This design comes from an exercise in tuning for small area, a short achievable clock period and few clock cycles per item on the open sky130 flow, not from production work.
Power and IR drop assume default switching activity.

## run A
==> flow/design.v (excerpt) <==
module segmented_sum_top3_tracker #(
  parameter int unsigned SUM_WIDTH = 32,
  parameter int unsigned TOP_COUNT = 3
) (
  input  logic                    clk_i,
  input  logic                    rst_ni,
  input  logic                    in_valid_i,
  output logic                    in_ready_o,
  input  logic [sst3_pkg::CharWidth-1:0]    in_char_i,
  input  logic                    in_eoi_i,
  output logic                    out_valid_o,
  input  logic                    out_ready_i,
  output logic [sst3_pkg::LargestWidth-1:0] out_largest_o,
  output logic [sst3_pkg::TopSumWidth-1:0]  out_top3_o,
  output logic                    out_closed_o
);
For scale: about 260 flip-flops, ~82 I/O pins, ~16000 sq um of cells after synthesis.
export LEC_CHECK = 0
export ABC_CLOCK_PERIOD_IN_PS = 3000
export CAP_MARGIN = 20
export CORE_MARGIN = 8
export CORE_UTILIZATION = 40
export CTS_BUF_LIST = sky130_fd_sc_hd__clkbuf_4 sky130_fd_sc_hd__clkbuf_8
export SLEW_MARGIN = 20
create_clock -name core_clock -period 9.0 [get_ports {clk_i}]
standard.sh (not shown) runs the stock make flow with config.mk's settings and CLKGATE_MAP_FILE= SYNTH_SCRIPT=/design/flow/synth_recipe.tcl, a recipe that flattens the netlist after the stock synthesis.
==> flow/flow/run.sh <==
#!/bin/bash
set -euo pipefail
MARGIN=${MARGIN:-6.0}
bash standard.sh synth > synth.log 2>&1
bash standard.sh SETUP_SLACK_MARGIN=$MARGIN finish > layout.log 2>&1
Run A completed; timing, DRC and antenna clean
Inputs modified between run A and run B:
Settings: an added SETUP_SLACK_MARGIN of 5.
==> flow/run.sh (new file) <==
#!/bin/bash
# synth_recipe.tcl (not shown) runs the flow's synth.tcl, then flattens the netlist and writes it again
# the make line also repeats each setting of config.mk as NAME=value (left out here)
make -C /OpenROAD-flow-scripts/flow DESIGN_CONFIG=/design/flow/config.mk WORK_HOME=/design/flow/orfs CLKGATE_MAP_FILE= SYNTH_SCRIPT=/design/flow/synth_recipe.tcl finish
removed: flow/flow/run.sh
removed: flow/standard.sh
Notes after the runs:
Taking run A as 1.0, run B lands at 0.900 on total power.
Compared with run A, run B shows a lower number of gates resized after cts.
Final routed wire length divided by cell count in run B vs run A: down about 5%
Cmp run B and run A / sequential share of layout area / lower: run A
Compared to run A, run B reaches a lower achievable clock.
Run B vs. run A: area added between synthesis and finish went down by 10 points.
Changes in run C relative to run B:
Settings: CTS_BUF_LIST: sky130_fd_sc_hd__clkbuf_4 sky130_fd_sc_hd__clkbuf_8 -> unset; SETUP_SLACK_MARGIN: 5 -> unset.
==> flow/flow/run.sh (new file) <==
#!/bin/bash
set -euo pipefail
MARGIN=6.0
PORT_BUF=sky130_fd_sc_hd__buf_2
CTS="-sink_clustering_enable -repair_clock_nets -sink_clustering_size 30 -sink_clustering_max_diameter 80 -buf_list {sky130_fd_sc_hd__clkbuf_8 sky130_fd_sc_hd__clkbuf_16} -dont_use_dummy_load"
bash standard.sh synth > synth.log 2>&1
bash standard.sh "SETUP_SLACK_MARGIN=$MARGIN" "BUFFER_PORTS_ARGS=-buffer_cell $PORT_BUF" "CTS_ARGS=$CTS" finish > layout.log 2>&1
==> flow/standard.sh (new file) <==
#!/bin/bash
# synth_recipe.tcl (not shown) runs the flow's synth.tcl, then flattens the netlist and writes it again
# the make line also repeats each setting of config.mk as NAME=value (left out here)
make -C /OpenROAD-flow-scripts/flow DESIGN_CONFIG=/design/flow/config.mk WORK_HOME=/design/flow/orfs CLKGATE_MAP_FILE= SYNTH_SCRIPT=/design/flow/synth_recipe.tcl "${@:-finish}"
removed: flow/run.sh
Results
- Run C finished every stage and its layout cleared the timing, design-rule and antenna checks.
- Run B ended up with input port to flip-flop as its critical path class; run C ended up with flip-flop to flip-flop.
- On met3 wire length: between run C and run B, it ends up higher for run B.
- Looking at internal cell power across run C and run B, the one that comes out higher is run B.
- Run comparison: run B launch point of the critical path out_ready_i; run C launch point of the critical path gz_q$_DFFE_PN1P_
- For run C, the endpoint of the worst setup timing path was group_q[14]$_SDFFCE_PP1P_, unlike run B, where it was top2_q[21]$_DFFE_PN0P_.
- Run C against run B: share of the cycle needed by the critical path after routing went down 5.9 points, row count held.
- Of run C and run B, run B shows the lower buffer count excluding the clock tree in the final layout, with run C above it.
- Looking at largest incremental delay on the critical path, run C sits above run B.
- Taking run B as the reference point, the switching share of total power of run C rises by 1.9 points.
- There was hardly any difference in sequential cell power between run C and run B.
Function was not checked in any run of this note: the RTL went through the layout flow alone.

-- port drivers added, routing unchanged --
No port has a modelled driver above. Below, the same layouts with a new extraction and two added sets of constraints. Step 1, drivers: a clkbuf_16 drives clk_i and a buf_2 each remaining input, both assumed. Step 2 adds t to the input delays and takes it off the output delays; t is the mean of the earliest and latest rising clock arrival at the registers after step 1. Input paths then give back, and output paths get back, about the clock's delay inside the block. Three values: no drivers, after step 1, after step 2; two values: the first two.
run | shift t [ns] | setup slack, ns | worst setup path after step 2 | pins driven straight from the clock port
run A | 0.635 | 5.701 / 5.701 / 5.381 | input to register | 1
run B | 0.638 | 5.200 / 5.217 / 4.587 | input to register | 1
run C | 0.552 | 5.730 / 5.730 / 5.574 | input to register | 1
After both steps every run listed still meets setup and hold. For run B, which loses most, drivers alone change the setup slack by +0.017 ns; drivers and shift together by -0.613 ns.
